This is an optimization exercise on Yosys and OpenROAD, whose aim is small area and a short achievable clock period, not a production implementation.

==> inputs of xenon <==
Design exec_mem_top, start of the top module:
module exec_mem_top (
    input  logic                i_clock,
    input  logic                i_reset,
    input  cpu_pkg::inst_addr_t i_pc,
    input  logic [3:0]          i_alu_op,
    input  cpu_pkg::data_t      i_operand_a,
    input  cpu_pkg::data_t      i_operand_b,
    input  cpu_pkg::data_t      i_store_data,
    input  logic                i_mem_wr_enable,
    input  cpu_pkg::reg_addr_t  i_reg_wr_addr,
    input  logic                i_reg_wr_enable,
    input  logic [1:0]          i_wb_sel,
    input  logic                i_flush,
    output cpu_pkg::data_t      o_wb_data,
    output cpu_pkg::reg_addr_t  o_wb_reg_addr,
    output logic                o_wb_reg_wr_enable
);
    localparam int unsigned SPLIT = 16;
    cpu_pkg::data_t      ex_result;
    logic                ex_carry;
    logic                ex_lt_from_sum;
    logic [7:0]          ex_index_lo;
    logic [7:0]          ex_index_hi;
    cpu_pkg::data_t      mem_result;
    logic                mem_carry;
    logic                mem_lt_from_sum;
    logic [7:0]          mem_index_lo;
    logic [7:0]          mem_index_hi;
    cpu_pkg::data_t      mem_store_data;
    logic                mem_mem_wr_enable;
    cpu_pkg::reg_addr_t  mem_reg_wr_addr;
  ...
==> flow/config.mk <==
export PLATFORM = sky130hd
export DESIGN_NAME = exec_mem_top
export DESIGN_NICKNAME = exec_mem_top
export VERILOG_FILES = /design/flow/design.v
export SDC_FILE = /design/flow/constraint.sdc
export NUM_CORES = 4
export LEC_CHECK = 0
export CAP_MARGIN = 20
export CORE_MARGIN = 2
export CORE_UTILIZATION = 40
export CTS_CLUSTER_DIAMETER = 80
export CTS_CLUSTER_SIZE = 30
export HOLD_SLACK_MARGIN = 0
export SETUP_SLACK_MARGIN = 2.0
export SLEW_MARGIN = 20
==> flow/constraint.sdc <==
create_clock -name core_clock -period 4.5 [get_ports {i_clock}]
set_input_delay 0.9000 -clock core_clock [delete_from_list [all_inputs] [get_ports {i_clock}]]
set_output_delay 0.9000 -clock core_clock [all_outputs]
set_load 0.01 [all_outputs]
run.sh (not shown) runs the stock make flow with config.mk's settings and CLKGATE_MAP_FILE= SYNTH_SCRIPT=/design/flow/synth_recipe.tcl, a recipe that flattens the netlist after the stock synthesis.
==> inputs of raven, as changes to xenon <==
--- a/flow/design.v
+++ b/flow/design.v
@@ -35,18 +35,17 @@
     input  logic [3:0]          i_alu_op,       
     input  cpu_pkg::data_t      i_operand_a,    
     input  cpu_pkg::data_t      i_operand_b,    
     input  cpu_pkg::inst_addr_t i_pc,
     input  logic [1:0]          i_wb_sel,
     output cpu_pkg::data_t      o_result,       
     output logic                o_carry,        
     output logic                o_lt_from_sum,  
-    output logic [7:0]          o_index_lo,     
-    output logic [7:0]          o_index_hi      
+    output logic [cpu_pkg::DMEM_DEPTH-1:0] o_word_select   
 );
     localparam int unsigned HI = cpu_pkg::DATA_WIDTH - SPLIT;
     logic [2:0]     op;                      
     logic           is_sub;                  
     logic           is_arith;                
     logic           link;
     logic [SPLIT:0] add_lo;
     logic [SPLIT:0] sub_lo;
@@ -82,60 +81,56 @@
             3'd5:    alu = shift_left;
             3'd6:    alu = shift_right;
             3'd7:    alu = signs_differ ? {31'd0, i_operand_a[31]} : {sum_hi, sum_lo[SPLIT-1:0]};
             default: alu = {sum_hi, sum_lo[SPLIT-1:0]};
         endcase
     end
     assign word_index = (op == 3'd7) ? 6'd0 : alu[7:2];
     always_comb begin
-        for (int i = 0; i < 8; i++) begin
-            o_index_lo[i] = (word_index[2:0] == i);
-            o_index_hi[i] = (word_index[5:3] == i);
+        for (int i = 0; i < cpu_pkg::DMEM_DEPTH; i++) begin
+            o_word_select[i] = (word_index == i);
         end
     end
     assign o_result      = link ? {i_pc[31:SPLIT], pc_lo[SPLIT-1:0]} : alu;
     assign o_carry       = link ? pc_lo[SPLIT] : (is_arith && !(op == 3'd7 && signs_differ) && sum_lo[SPLIT]);
     assign o_lt_from_sum = !link && (op == 3'd7) && !signs_differ;
 endmodule
 `default_nettype wire
 `timescale 1ns/100ps
 `default_nettype none
 module ex_mem_register (
     input  logic                i_clock,
     input  logic                i_reset,
     input  logic                i_flush,             
     input  cpu_pkg::data_t      i_result,
     input  logic                i_carry,
     input  logic                i_lt_from_sum,
-    input  logic [7:0]          i_index_lo,
-    input  logic [7:0]          i_index_hi,
+    input  logic [cpu_pkg::DMEM_DEPTH-1:0] i_word_select,
     input  cpu_pkg::data_t      i_store_data,
     input  logic                i_mem_wr_enable,
     input  cpu_pkg::reg_addr_t  i_reg_wr_addr,
     input  logic                i_reg_wr_enable,
     input  logic [1:0]          i_wb_sel,
     output cpu_pkg::data_t      o_result,
     output logic                o_carry,
     output logic                o_lt_from_sum,
-    output logic [7:0]          o_index_lo,
-    output logic [7:0]          o_index_hi,
+    output logic [cpu_pkg::DMEM_DEPTH-1:0] o_word_select,
     output cpu_pkg::data_t      o_store_data,
     output logic                o_mem_wr_enable,
     output cpu_pkg::reg_addr_t  o_reg_wr_addr,
     output logic                o_reg_wr_enable,
     output logic                o_load,
     output logic                o_killed
 );
     always_ff @(posedge i_clock) begin
         o_result        <= i_result;
         o_carry         <= i_carry;
         o_lt_from_sum   <= i_lt_from_sum;
-        o_index_lo      <= i_index_lo;
-        o_index_hi      <= i_index_hi;
+        o_word_select   <= i_word_select;
         o_store_data    <= i_store_data;
         o_reg_wr_addr   <= i_reg_wr_addr;
         o_load          <= (i_wb_sel == cpu_pkg::WB_LOAD);
         o_reg_wr_enable <= i_reg_wr_enable & ~i_flush;
         o_mem_wr_enable <= i_mem_wr_enable & ~i_flush & ~i_reset;
         o_killed        <= i_reset;
     end
 endmodule
@@ -146,74 +141,133 @@
     parameter int unsigned SPLIT = 16
 ) (
     input  logic                i_clock,
     input  logic                i_reset,
     input  logic                i_killed,             
     input  cpu_pkg::data_t      i_result,
     input  logic                i_carry,
     input  logic                i_lt_from_sum,
-    input  logic [7:0]          i_index_lo,
-    input  logic [7:0]          i_index_hi,
+    input  logic [cpu_pkg::DMEM_DEPTH-1:0] i_word_select,    
     input  cpu_pkg::data_t      i_store_data,
     input  logic                i_mem_wr_enable,
     input  cpu_pkg::reg_addr_t  i_reg_wr_addr,
     input  logic                i_reg_wr_enable,
     input  logic                i_load,
     output cpu_pkg::data_t      o_wb_data,
     output cpu_pkg::reg_addr_t  o_wb_reg_addr,
     output logic                o_wb_reg_wr_enable
 );
     localparam int unsigned HI = cpu_pkg::DATA_WIDTH - SPLIT;
     logic [cpu_pkg::DMEM_DEPTH-1:0][cpu_pkg::DATA_WIDTH-1:0] dmem;
-    logic [cpu_pkg::DMEM_DEPTH-1:0] word_select;
     cpu_pkg::data_t                 load_data;
-    cpu_pkg::data_t                 group_data [8];
     logic [HI-1:0]                  result_hi;
     cpu_pkg::data_t                 result;
     logic                           clear;
+    logic                           load_pick;
+    cpu_pkg::data_t                 result_pick;
+    cpu_pkg::data_t                 wb_data_next;
     assign result_hi = i_result[31:SPLIT] + {{(HI-1){1'b0}}, i_carry};
     assign result    = i_lt_from_sum ? {31'd0, result_hi[HI-1]}
                                      : {result_hi, i_result[SPLIT-1:0]};
-    always_comb begin
-        for (int i = 0; i < cpu_pkg::DMEM_DEPTH; i++) begin
-            word_select[i] = i_index_hi[i / 8] & i_index_lo[i % 8];
+    for (genvar b = 0; b < cpu_pkg::DATA_WIDTH; b++) begin : g_read
+        logic [21:0] level1;                 
+        logic [5:0]  level2;                 
+        logic [1:0]  level3;                 
+        for (genvar g = 0; g < 20; g++) begin : g_l1
+            gate_aoi222 u_aoi (
+                .a1 (i_word_select[3*g]),   .a2 (dmem[3*g][b]),
+                .b1 (i_word_select[3*g+1]), .b2 (dmem[3*g+1][b]),
+                .c1 (i_word_select[3*g+2]), .c2 (dmem[3*g+2][b]),
+                .y  (level1[g])
+            );
         end
-    end
-    always_comb begin
-        load_data = '0;
-        for (int h = 0; h < 8; h++) begin
-            group_data[h] = '0;
-            for (int l = 0; l < 8; l++) begin
-                group_data[h] = group_data[h] | (dmem[8*h+l] & {cpu_pkg::DATA_WIDTH{i_index_lo[l]}});
-            end
-            load_data = load_data | (group_data[h] & {cpu_pkg::DATA_WIDTH{i_index_hi[h]}});
+        for (genvar g = 20; g < 22; g++) begin : g_l1b
+            gate_aoi22 u_aoi (
+                .a1 (i_word_select[60+2*(g-20)]),   .a2 (dmem[60+2*(g-20)][b]),
+                .b1 (i_word_select[60+2*(g-20)+1]), .b2 (dmem[60+2*(g-20)+1][b]),
+                .y  (level1[g])
+            );
         end
+        for (genvar g = 0; g < 5; g++) begin : g_l2
+            gate_nand4 u_nand (
+                .a (level1[4*g]), .b (level1[4*g+1]), .c (level1[4*g+2]), .d (level1[4*g+3]),
+                .y (level2[g])
+            );
+        end
+        gate_nand2 u_l2 (.a (level1[20]), .b (level1[21]), .y (level2[5]));
+        gate_nor3 u_l3a (.a (level2[0]), .b (level2[1]), .c (level2[2]), .y (level3[0]));
+        gate_nor3 u_l3b (.a (level2[3]), .b (level2[4]), .c (level2[5]), .y (level3[1]));
+        gate_nand2 u_l4 (.a (level3[0]), .b (level3[1]), .y (load_data[b]));
     end
     always_ff @(posedge i_clock) begin
         for (int i = 0; i < cpu_pkg::DMEM_DEPTH; i++) begin
-            if (i_mem_wr_enable && word_select[i]) begin
+            if (i_mem_wr_enable && i_word_select[i]) begin
                 dmem[i] <= i_store_data;
             end
         end
     end
     assign clear = i_reset | i_killed;
+    assign load_pick   = i_load & ~clear;
+    assign result_pick = result & {cpu_pkg::DATA_WIDTH{~i_load & ~clear}};
+    for (genvar b = 0; b < cpu_pkg::DATA_WIDTH; b++) begin : g_wb
+        gate_ao21 u_pick (
+            .a1 (load_data[b]), .a2 (load_pick), .b1 (result_pick[b]),
+            .y  (wb_data_next[b])
+        );
+    end
     always_ff @(posedge i_clock) begin
+        o_wb_data <= wb_data_next;
         if (clear) begin
-            o_wb_data          <= '0;
             o_wb_reg_addr      <= '0;
             o_wb_reg_wr_enable <= 1'b0;
         end else begin
-            o_wb_data          <= i_load ? load_data : result;
             o_wb_reg_addr      <= i_reg_wr_addr;
             o_wb_reg_wr_enable <= i_reg_wr_enable;
         end
     end
 endmodule
 `default_nettype wire
+module gate_aoi222 (
+    input  logic a1, a2, b1, b2, c1, c2,
+    output logic y
+);
+    assign y = ~((a1 & a2) | (b1 & b2) | (c1 & c2));
+endmodule
+module gate_aoi22 (
+    input  logic a1, a2, b1, b2,
+    output logic y
+);
+    assign y = ~((a1 & a2) | (b1 & b2));
+endmodule
+module gate_nand4 (
+    input  logic a, b, c, d,
+    output logic y
+);
+    assign y = ~(a & b & c & d);
+endmodule
+module gate_nor3 (
+    input  logic a, b, c,
+    output logic y
+);
+    assign y = ~(a | b | c);
+endmodule
+module gate_ao21 (
+    input  logic a1, a2, b1,
+    output logic y
+);
+    assign y = (a1 & a2) | b1;
+endmodule
+module gate_nand2 (
+    input  logic a, b,
+    output logic y
+);
+    assign y = ~(a & b);
+endmodule
+`default_nettype wire
 `timescale 1ns/100ps
 `default_nettype none
 module exec_mem_top (
     input  logic                i_clock,
     input  logic                i_reset,
     input  cpu_pkg::inst_addr_t i_pc,
     input  logic [3:0]          i_alu_op,
     input  cpu_pkg::data_t      i_operand_a,
@@ -227,76 +281,70 @@
     output cpu_pkg::data_t      o_wb_data,
     output cpu_pkg::reg_addr_t  o_wb_reg_addr,
     output logic                o_wb_reg_wr_enable
 );
     localparam int unsigned SPLIT = 16;
     cpu_pkg::data_t      ex_result;
     logic                ex_carry;
     logic                ex_lt_from_sum;
-    logic [7:0]          ex_index_lo;
-    logic [7:0]          ex_index_hi;
+    logic [cpu_pkg::DMEM_DEPTH-1:0] ex_word_select;
     cpu_pkg::data_t      mem_result;
     logic                mem_carry;
     logic                mem_lt_from_sum;
-    logic [7:0]          mem_index_lo;
-    logic [7:0]          mem_index_hi;
+    logic [cpu_pkg::DMEM_DEPTH-1:0] mem_word_select;
     cpu_pkg::data_t      mem_store_data;
     logic                mem_mem_wr_enable;
     cpu_pkg::reg_addr_t  mem_reg_wr_addr;
     logic                mem_reg_wr_enable;
     logic                mem_load;
     logic                mem_killed;
     execute_stage #(.SPLIT(SPLIT)) u_execute_stage (
         .i_alu_op      (i_alu_op),
         .i_operand_a   (i_operand_a),
         .i_operand_b   (i_operand_b),
         .i_pc          (i_pc),
         .i_wb_sel      (i_wb_sel),
         .o_result      (ex_result),
         .o_carry       (ex_carry),
         .o_lt_from_sum (ex_lt_from_sum),
-        .o_index_lo    (ex_index_lo),
-        .o_index_hi    (ex_index_hi)
+        .o_word_select (ex_word_select)
     );
     ex_mem_register u_ex_mem_register (
         .i_clock         (i_clock),
         .i_reset         (i_reset),
         .i_flush         (i_flush),
         .i_result        (ex_result),
         .i_carry         (ex_carry),
         .i_lt_from_sum   (ex_lt_from_sum),
-        .i_index_lo      (ex_index_lo),
-        .i_index_hi      (ex_index_hi),
+        .i_word_select   (ex_word_select),
         .i_store_data    (i_store_data),
         .i_mem_wr_enable (i_mem_wr_enable),
         .i_reg_wr_addr   (i_reg_wr_addr),
         .i_reg_wr_enable (i_reg_wr_enable),
         .i_wb_sel        (i_wb_sel),
         .o_result        (mem_result),
         .o_carry         (mem_carry),
         .o_lt_from_sum   (mem_lt_from_sum),
-        .o_index_lo      (mem_index_lo),
-        .o_index_hi      (mem_index_hi),
+        .o_word_select   (mem_word_select),
         .o_store_data    (mem_store_data),
         .o_mem_wr_enable (mem_mem_wr_enable),
         .o_reg_wr_addr   (mem_reg_wr_addr),
         .o_reg_wr_enable (mem_reg_wr_enable),
         .o_load          (mem_load),
         .o_killed        (mem_killed)
     );
     memory_stage #(.SPLIT(SPLIT)) u_memory_stage (
         .i_clock            (i_clock),
         .i_reset            (i_reset),
         .i_killed           (mem_killed),
         .i_result           (mem_result),
         .i_carry            (mem_carry),
         .i_lt_from_sum      (mem_lt_from_sum),
-        .i_index_lo         (mem_index_lo),
-        .i_index_hi         (mem_index_hi),
+        .i_word_select      (mem_word_select),
         .i_store_data       (mem_store_data),
         .i_mem_wr_enable    (mem_mem_wr_enable),
         .i_reg_wr_addr      (mem_reg_wr_addr),
         .i_reg_wr_enable    (mem_reg_wr_enable),
         .i_load             (mem_load),
         .o_wb_data          (o_wb_data),
         .o_wb_reg_addr      (o_wb_reg_addr),
         .o_wb_reg_wr_enable (o_wb_reg_wr_enable)
==> flow/flow/run.sh (new file) <==
#!/bin/bash
set -euo pipefail
export BUFFER_PORTS_ARGS="-buffer_cell sky130_fd_sc_hd__buf_2"
bash standard.sh > standard.log 2>&1
==> flow/standard.sh (new file) <==
#!/bin/bash
# synth_recipe.tcl (not shown) runs the flow's synth.tcl, then flattens the netlist and writes it again
# the make line also repeats each setting of config.mk as NAME=value (left out here)
make -C /OpenROAD-flow-scripts/flow DESIGN_CONFIG=/design/flow/config.mk WORK_HOME=/design/flow/orfs CLKGATE_MAP_FILE= SYNTH_SCRIPT=/design/flow/synth_recipe.tcl "${@:-finish}"
Settings changed: CTS_CLUSTER_SIZE 30 to 26, SETUP_SLACK_MARGIN 2.0 to 2.4, SYNTH_HIERARCHICAL from default to 1.
removed: flow/run.sh
==> inputs of quartz, as changes to xenon <==
--- a/flow/design.v
+++ b/flow/design.v
@@ -35,18 +35,17 @@
     input  logic [3:0]          i_alu_op,       
     input  cpu_pkg::data_t      i_operand_a,    
     input  cpu_pkg::data_t      i_operand_b,    
     input  cpu_pkg::inst_addr_t i_pc,
     input  logic [1:0]          i_wb_sel,
     output cpu_pkg::data_t      o_result,       
     output logic                o_carry,        
     output logic                o_lt_from_sum,  
-    output logic [7:0]          o_index_lo,     
-    output logic [7:0]          o_index_hi      
+    output logic [cpu_pkg::DMEM_DEPTH-1:0] o_word_select   
 );
     localparam int unsigned HI = cpu_pkg::DATA_WIDTH - SPLIT;
     logic [2:0]     op;                      
     logic           is_sub;                  
     logic           is_arith;                
     logic           link;
     logic [SPLIT:0] add_lo;
     logic [SPLIT:0] sub_lo;
@@ -82,60 +81,56 @@
             3'd5:    alu = shift_left;
             3'd6:    alu = shift_right;
             3'd7:    alu = signs_differ ? {31'd0, i_operand_a[31]} : {sum_hi, sum_lo[SPLIT-1:0]};
             default: alu = {sum_hi, sum_lo[SPLIT-1:0]};
         endcase
     end
     assign word_index = (op == 3'd7) ? 6'd0 : alu[7:2];
     always_comb begin
-        for (int i = 0; i < 8; i++) begin
-            o_index_lo[i] = (word_index[2:0] == i);
-            o_index_hi[i] = (word_index[5:3] == i);
+        for (int i = 0; i < cpu_pkg::DMEM_DEPTH; i++) begin
+            o_word_select[i] = (word_index == i);
         end
     end
     assign o_result      = link ? {i_pc[31:SPLIT], pc_lo[SPLIT-1:0]} : alu;
     assign o_carry       = link ? pc_lo[SPLIT] : (is_arith && !(op == 3'd7 && signs_differ) && sum_lo[SPLIT]);
     assign o_lt_from_sum = !link && (op == 3'd7) && !signs_differ;
 endmodule
 `default_nettype wire
 `timescale 1ns/100ps
 `default_nettype none
 module ex_mem_register (
     input  logic                i_clock,
     input  logic                i_reset,
     input  logic                i_flush,             
     input  cpu_pkg::data_t      i_result,
     input  logic                i_carry,
     input  logic                i_lt_from_sum,
-    input  logic [7:0]          i_index_lo,
-    input  logic [7:0]          i_index_hi,
+    input  logic [cpu_pkg::DMEM_DEPTH-1:0] i_word_select,
     input  cpu_pkg::data_t      i_store_data,
     input  logic                i_mem_wr_enable,
     input  cpu_pkg::reg_addr_t  i_reg_wr_addr,
     input  logic                i_reg_wr_enable,
     input  logic [1:0]          i_wb_sel,
     output cpu_pkg::data_t      o_result,
     output logic                o_carry,
     output logic                o_lt_from_sum,
-    output logic [7:0]          o_index_lo,
-    output logic [7:0]          o_index_hi,
+    output logic [cpu_pkg::DMEM_DEPTH-1:0] o_word_select,
     output cpu_pkg::data_t      o_store_data,
     output logic                o_mem_wr_enable,
     output cpu_pkg::reg_addr_t  o_reg_wr_addr,
     output logic                o_reg_wr_enable,
     output logic                o_load,
     output logic                o_killed
 );
     always_ff @(posedge i_clock) begin
         o_result        <= i_result;
         o_carry         <= i_carry;
         o_lt_from_sum   <= i_lt_from_sum;
-        o_index_lo      <= i_index_lo;
-        o_index_hi      <= i_index_hi;
+        o_word_select   <= i_word_select;
         o_store_data    <= i_store_data;
         o_reg_wr_addr   <= i_reg_wr_addr;
         o_load          <= (i_wb_sel == cpu_pkg::WB_LOAD);
         o_reg_wr_enable <= i_reg_wr_enable & ~i_flush;
         o_mem_wr_enable <= i_mem_wr_enable & ~i_flush & ~i_reset;
         o_killed        <= i_reset;
     end
 endmodule
@@ -146,56 +141,44 @@
     parameter int unsigned SPLIT = 16
 ) (
     input  logic                i_clock,
     input  logic                i_reset,
     input  logic                i_killed,             
     input  cpu_pkg::data_t      i_result,
     input  logic                i_carry,
     input  logic                i_lt_from_sum,
-    input  logic [7:0]          i_index_lo,
-    input  logic [7:0]          i_index_hi,
+    input  logic [cpu_pkg::DMEM_DEPTH-1:0] i_word_select,    
     input  cpu_pkg::data_t      i_store_data,
     input  logic                i_mem_wr_enable,
     input  cpu_pkg::reg_addr_t  i_reg_wr_addr,
     input  logic                i_reg_wr_enable,
     input  logic                i_load,
     output cpu_pkg::data_t      o_wb_data,
     output cpu_pkg::reg_addr_t  o_wb_reg_addr,
     output logic                o_wb_reg_wr_enable
 );
     localparam int unsigned HI = cpu_pkg::DATA_WIDTH - SPLIT;
     logic [cpu_pkg::DMEM_DEPTH-1:0][cpu_pkg::DATA_WIDTH-1:0] dmem;
-    logic [cpu_pkg::DMEM_DEPTH-1:0] word_select;
     cpu_pkg::data_t                 load_data;
-    cpu_pkg::data_t                 group_data [8];
     logic [HI-1:0]                  result_hi;
     cpu_pkg::data_t                 result;
     logic                           clear;
     assign result_hi = i_result[31:SPLIT] + {{(HI-1){1'b0}}, i_carry};
     assign result    = i_lt_from_sum ? {31'd0, result_hi[HI-1]}
                                      : {result_hi, i_result[SPLIT-1:0]};
     always_comb begin
+        load_data = '0;
         for (int i = 0; i < cpu_pkg::DMEM_DEPTH; i++) begin
-            word_select[i] = i_index_hi[i / 8] & i_index_lo[i % 8];
-        end
-    end
-    always_comb begin
-        load_data = '0;
-        for (int h = 0; h < 8; h++) begin
-            group_data[h] = '0;
-            for (int l = 0; l < 8; l++) begin
-                group_data[h] = group_data[h] | (dmem[8*h+l] & {cpu_pkg::DATA_WIDTH{i_index_lo[l]}});
-            end
-            load_data = load_data | (group_data[h] & {cpu_pkg::DATA_WIDTH{i_index_hi[h]}});
+            load_data = load_data | (dmem[i] & {cpu_pkg::DATA_WIDTH{i_word_select[i]}});
         end
     end
     always_ff @(posedge i_clock) begin
         for (int i = 0; i < cpu_pkg::DMEM_DEPTH; i++) begin
-            if (i_mem_wr_enable && word_select[i]) begin
+            if (i_mem_wr_enable && i_word_select[i]) begin
                 dmem[i] <= i_store_data;
             end
         end
     end
     assign clear = i_reset | i_killed;
     always_ff @(posedge i_clock) begin
         if (clear) begin
             o_wb_data          <= '0;
@@ -227,76 +210,70 @@
     output cpu_pkg::data_t      o_wb_data,
     output cpu_pkg::reg_addr_t  o_wb_reg_addr,
     output logic                o_wb_reg_wr_enable
 );
     localparam int unsigned SPLIT = 16;
     cpu_pkg::data_t      ex_result;
     logic                ex_carry;
     logic                ex_lt_from_sum;
-    logic [7:0]          ex_index_lo;
-    logic [7:0]          ex_index_hi;
+    logic [cpu_pkg::DMEM_DEPTH-1:0] ex_word_select;
     cpu_pkg::data_t      mem_result;
     logic                mem_carry;
     logic                mem_lt_from_sum;
-    logic [7:0]          mem_index_lo;
-    logic [7:0]          mem_index_hi;
+    logic [cpu_pkg::DMEM_DEPTH-1:0] mem_word_select;
     cpu_pkg::data_t      mem_store_data;
     logic                mem_mem_wr_enable;
     cpu_pkg::reg_addr_t  mem_reg_wr_addr;
     logic                mem_reg_wr_enable;
     logic                mem_load;
     logic                mem_killed;
     execute_stage #(.SPLIT(SPLIT)) u_execute_stage (
         .i_alu_op      (i_alu_op),
         .i_operand_a   (i_operand_a),
         .i_operand_b   (i_operand_b),
         .i_pc          (i_pc),
         .i_wb_sel      (i_wb_sel),
         .o_result      (ex_result),
         .o_carry       (ex_carry),
         .o_lt_from_sum (ex_lt_from_sum),
-        .o_index_lo    (ex_index_lo),
-        .o_index_hi    (ex_index_hi)
+        .o_word_select (ex_word_select)
     );
     ex_mem_register u_ex_mem_register (
         .i_clock         (i_clock),
         .i_reset         (i_reset),
         .i_flush         (i_flush),
         .i_result        (ex_result),
         .i_carry         (ex_carry),
         .i_lt_from_sum   (ex_lt_from_sum),
-        .i_index_lo      (ex_index_lo),
-        .i_index_hi      (ex_index_hi),
+        .i_word_select   (ex_word_select),
         .i_store_data    (i_store_data),
         .i_mem_wr_enable (i_mem_wr_enable),
         .i_reg_wr_addr   (i_reg_wr_addr),
         .i_reg_wr_enable (i_reg_wr_enable),
         .i_wb_sel        (i_wb_sel),
         .o_result        (mem_result),
         .o_carry         (mem_carry),
         .o_lt_from_sum   (mem_lt_from_sum),
-        .o_index_lo      (mem_index_lo),
-        .o_index_hi      (mem_index_hi),
+        .o_word_select   (mem_word_select),
         .o_store_data    (mem_store_data),
         .o_mem_wr_enable (mem_mem_wr_enable),
         .o_reg_wr_addr   (mem_reg_wr_addr),
         .o_reg_wr_enable (mem_reg_wr_enable),
         .o_load          (mem_load),
         .o_killed        (mem_killed)
     );
     memory_stage #(.SPLIT(SPLIT)) u_memory_stage (
         .i_clock            (i_clock),
         .i_reset            (i_reset),
         .i_killed           (mem_killed),
         .i_result           (mem_result),
         .i_carry            (mem_carry),
         .i_lt_from_sum      (mem_lt_from_sum),
-        .i_index_lo         (mem_index_lo),
-        .i_index_hi         (mem_index_hi),
+        .i_word_select      (mem_word_select),
         .i_store_data       (mem_store_data),
         .i_mem_wr_enable    (mem_mem_wr_enable),
         .i_reg_wr_addr      (mem_reg_wr_addr),
         .i_reg_wr_enable    (mem_reg_wr_enable),
         .i_load             (mem_load),
         .o_wb_data          (o_wb_data),
         .o_wb_reg_addr      (o_wb_reg_addr),
         .o_wb_reg_wr_enable (o_wb_reg_wr_enable)
==> impl_metrics.env <==
export IMPL_die_area_mm2=0.214
export IMPL_crit_slowest_cell="nor3_4"
export IMPL_dpl_cell_area_mm2=0.0899
export IMPL_rr_worst_depth=7
export IMPL_status="finished clean"
export IMPL_pwr_share_clk=0.286
export IMPL_ir_drop_v=0.000392
export IMPL_die_h_um=463
export IMPL_fin_crit_ps=2740
export IMPL_num_multi_input_gates=2220
export IMPL_final_util=0.468
export IMPL_critical_path_buf_inv_count=2
The numbers above come from raven.

==> impl_metrics.env <==
export IMPL_dpl_cell_area_mm2=0.0921
export IMPL_ir_drop_v=0.000380
export IMPL_num_multi_input_gates=2685
export IMPL_fin_crit_ps=2800
export IMPL_status="finished clean"
export IMPL_crit_slowest_cell="nand4_1"
export IMPL_pwr_share_clk=0.279
export IMPL_rr_worst_depth=8
export IMPL_die_area_mm2=0.217
export IMPL_critical_path_buf_inv_count=2
The numbers above come from xenon.

==> impl_metrics.env <==
export IMPL_dominant_cells="sequential cells"
export IMPL_status="finished clean"
export IMPL_num_multi_input_gates=2507
export IMPL_final_util=0.489
export IMPL_largestRegisters="u_memory_stage.dmem x2048, u_ex_mem_register.o_word_select x64"
export IMPL_die_area_mm2=0.218
export IMPL_die_h_um=467
export IMPL_crit_slowest_cell="o41ai_4"
export IMPL_critical_path_buf_inv_count=3
export IMPL_rr_worst_depth=8
export IMPL_fin_crit_ps=2800
export IMPL_ir_drop_v=0.000374
The numbers above come from quartz.

No run of this note included a check of the RTL's function; only the layout flow was run.

afterwards: timing with drivers on the ports:
Ports are ideal in the flow. The routed layouts listed here were re-timed in OpenROAD.
Step 1 assumes that a clkbuf_16 drives the clock port and a buf_2 every other input.
Step 2, shift: input delay + t, output delay - t, t = (earliest + latest rising clock arrival at the registers) / 2. This alone moves slack from input paths to output paths.
Three values: no drivers, after step 1, after step 2; two values: the first two.
run	shift t [ns]	setup WS [ns]	clock arrival spread, ns	worst data-port slew with drivers (ns)
xenon	0.869	1.696 / 1.696 / 0.996	0.064 / 0.064	0.19
raven	0.893	1.759 / 1.661 / 0.769	0.046 / 0.045	0.26
quartz	0.903	1.704 / 1.539 / 0.635	0.102 / 0.103	0.32
After both steps every run listed still meets setup and hold. For quartz, which loses most, drivers alone change the setup slack by -0.165 ns; drivers and shift together by -1.069 ns.
